This is an optimization exercise on Yosys and OpenROAD, whose aim is small area, a short achievable clock period and few clock cycles per item, not a production implementation. Only simulation tests tie the RTL to the original design; equivalence was not proved. Power is estimated from default activity; no workload was simulated.

the baseline:
## alu_arbiter
module alu_arbiter
#(
  parameter int WIDTH   = 32,
  parameter int MUL_LAT = 3
) (
  input  logic             clk,
  input  logic             rst_n,
  input  logic             req0_valid,
  output logic             req0_ready,
  input  logic [2:0]       req0_op,
  input  logic [WIDTH-1:0] req0_a,
  input  logic [WIDTH-1:0] req0_b,
  input  logic             req1_valid,
  output logic             req1_ready,
  input  logic [2:0]       req1_op,
  input  logic [WIDTH-1:0] req1_a,
  input  logic [WIDTH-1:0] req1_b,
  output logic             resp_valid,
  input  logic             resp_ready,
  output logic             resp_id,
  output logic [WIDTH-1:0] resp_data,
  output logic             resp_zero,
  output logic             resp_neg
);
  logic last_grant, cap0, cap1, cid, en, acc0, acc1, acc;
  logic [2:0] op_g;
  logic [31:0] a_g, b_g, bm_g, by_g, y;
  logic cin_q, f_q;
  ...
Size: roughly 150 flip-flops, about 180 I/O pins, roughly 0.017 mm2 of cells after synthesis.
Settings: LEC_CHECK=0, CAP_MARGIN=20, CORE_MARGIN=2, CORE_UTILIZATION=65, PLACE_DENSITY=0.75, SLEW_MARGIN=20, SYNTH_HIERARCHICAL=1, SYNTH_MINIMUM_KEEP_SIZE=0; clock period 12.5 ns.
standard.sh (not shown) runs the stock make flow with config.mk's settings and CLKGATE_MAP_FILE= SYNTH_SCRIPT=/design/flow/synth_recipe.tcl, a recipe that flattens the netlist after the stock synthesis.
==> flow/flow/run.sh <==
#!/bin/bash
# Layout: the standard ORFS flow (standard.sh), unchanged except for
# make-variable settings: a larger setup repair target (the SDC, clock period
# and I/O delays are untouched), plain buffers on the ports, and clock tree
# synthesis without dummy loads.
set -euo pipefail
bash standard.sh \
  SETUP_SLACK_MARGIN=6.6 \
  "BUFFER_PORTS_ARGS=-buffer_cell sky130_fd_sc_hd__buf_1" \
  "CTS_ARGS=-sink_clustering_enable -repair_clock_nets -dont_use_dummy_load" \
  finish > standard_flow.log 2>&1
Testbench counts of the baseline, summed over its fixed seeds: cycles 4,016, items 4,000.
Setup changes, the baseline to the candidate
--- a/flow/flow/run.sh
+++ b/flow/flow/run.sh
@@ -7,3 +7,3 @@
 bash standard.sh \
-  SETUP_SLACK_MARGIN=6.6 \
+  SETUP_SLACK_MARGIN=6.75 \
   "BUFFER_PORTS_ARGS=-buffer_cell sky130_fd_sc_hd__buf_1" \
Results
- The candidate | stages: all done | timing, DRC, antenna: all pass
- Comparing the baseline with the candidate, the vias per cell came out essentially unchanged.
- Re maximum frequency: the candidate and the baseline aren't equal, and the lower value belongs to the baseline.
- Min area added between synthesis and finish across the candidate and the baseline: the baseline
- Finished layout cell area went up slightly going from the baseline to the candidate.
- Looking at the candidate and the baseline, the worst ir drop on vdd is a wash.
- Data required time at the worst endpoint essentially unchanged between the candidate and the baseline.


alu_arbiter, a different RTL version from the one above (not shown whole).
For scale: roughly 18000 sq um of cells after synthesis.
==> flow/config.mk <==
export PLATFORM = sky130hd
export DESIGN_NAME = alu_arbiter
export DESIGN_NICKNAME = alu_arbiter
export VERILOG_FILES = /design/flow/design.v
export SDC_FILE = /design/flow/constraint.sdc
export NUM_CORES = 4
export LEC_CHECK = 0
export CAP_MARGIN = 20
export CORE_MARGIN = 2
export CORE_UTILIZATION = 65
export PLACE_DENSITY = 0.75
export SLEW_MARGIN = 20
export SYNTH_HIERARCHICAL = 1
export SYNTH_MINIMUM_KEEP_SIZE = 0
==> flow/constraint.sdc <==
create_clock -name core_clock -period 12.5 [get_ports {clk}]
set_input_delay 2.5000 -clock core_clock [delete_from_list [all_inputs] [get_ports {clk}]]
set_output_delay 2.5000 -clock core_clock [all_outputs]
set_load 0.01 [all_outputs]
==> flow/flow/run.sh <==
#!/bin/bash
# Layout: the standard ORFS flow (standard.sh), unchanged except for
# make-variable settings: a larger setup repair target (the SDC, clock period
# and I/O delays are untouched), plain buffers on the ports, and clock tree
# synthesis without dummy loads.
set -euo pipefail
bash standard.sh \
  SETUP_SLACK_MARGIN=6.75 \
  "BUFFER_PORTS_ARGS=-buffer_cell sky130_fd_sc_hd__buf_1" \
  "CTS_ARGS=-sink_clustering_enable -repair_clock_nets -dont_use_dummy_load" \
  finish > standard_flow.log 2>&1
The first run passed the timing, design-rule and antenna checks.
Testbench counts at the start, summed over its fixed seeds: cycles 4,016, items 4,000.
Edit:
--- a/flow/flow/run.sh
+++ b/flow/flow/run.sh
@@ -6,5 +6,5 @@
 set -euo pipefail
 bash standard.sh \
-  SETUP_SLACK_MARGIN=6.75 \
+  SETUP_SLACK_MARGIN=7.1 \
   "BUFFER_PORTS_ARGS=-buffer_cell sky130_fd_sc_hd__buf_1" \
   "CTS_ARGS=-sink_clustering_enable -repair_clock_nets -dont_use_dummy_load" \
First-iteration DRC count climbs by a few percent.
Total power climbs by a few percent.
Count of clock-buffer cells in the layout stays the same.
Global-route usage climbs by 0.88 points.
Non-clock buffer count climbs by 18.
Worst setup slack gets better by 0.11 ns.
Edit:
--- a/flow/flow/run.sh
+++ b/flow/flow/run.sh
@@ -6,5 +6,5 @@
 set -euo pipefail
 bash standard.sh \
-  SETUP_SLACK_MARGIN=7.1 \
+  SETUP_SLACK_MARGIN=6.9 \
   "BUFFER_PORTS_ARGS=-buffer_cell sky130_fd_sc_hd__buf_1" \
   "CTS_ARGS=-sink_clustering_enable -repair_clock_nets -dont_use_dummy_load" \
Outcome: Die area stays the same; wire length increases by 1.1%; count of clock-buffer cells in the layout does not change.

## separate check: timing with driven ports
How much do the figures lean on ideal ports? The routed layouts below were timed once more, with nothing changed but the port constraints. Step 1 assumes that a clkbuf_16 drives the clock port and a buf_2 every other input. Step 2 times the ports against the registers' clock, not the clock port: input delays grow and output delays shrink by t, the midpoint of the rising clock arrivals with the driver on. Three values: ideal ports, drivers, drivers and shift; two values: the first two.
run	t (ns)	slack for setup (ns)	slew at the worst register clock pin (ns)	worst slew at a driven data input, ns
the baseline	0.472	6.786 / 6.786 / 6.786	0.07 / 0.07	0.05
the candidate	0.468	6.891 / 6.878 / 6.878	0.07 / 0.07	0.05
the first run of note 2	0.477	6.863 / 6.843 / 6.843	0.09 / 0.09	0.08
the second run of note 2	0.468	6.977 / 6.935 / 6.935	0.08 / 0.08	0.08
the third run of note 2	0.478	6.892 / 6.869 / 6.869	0.09 / 0.09	0.08
After both steps every run listed still meets setup and hold. The setup slack of the second run of note 2, which loses most, moves by -0.042 ns with the drivers and by -0.042 ns with both steps.
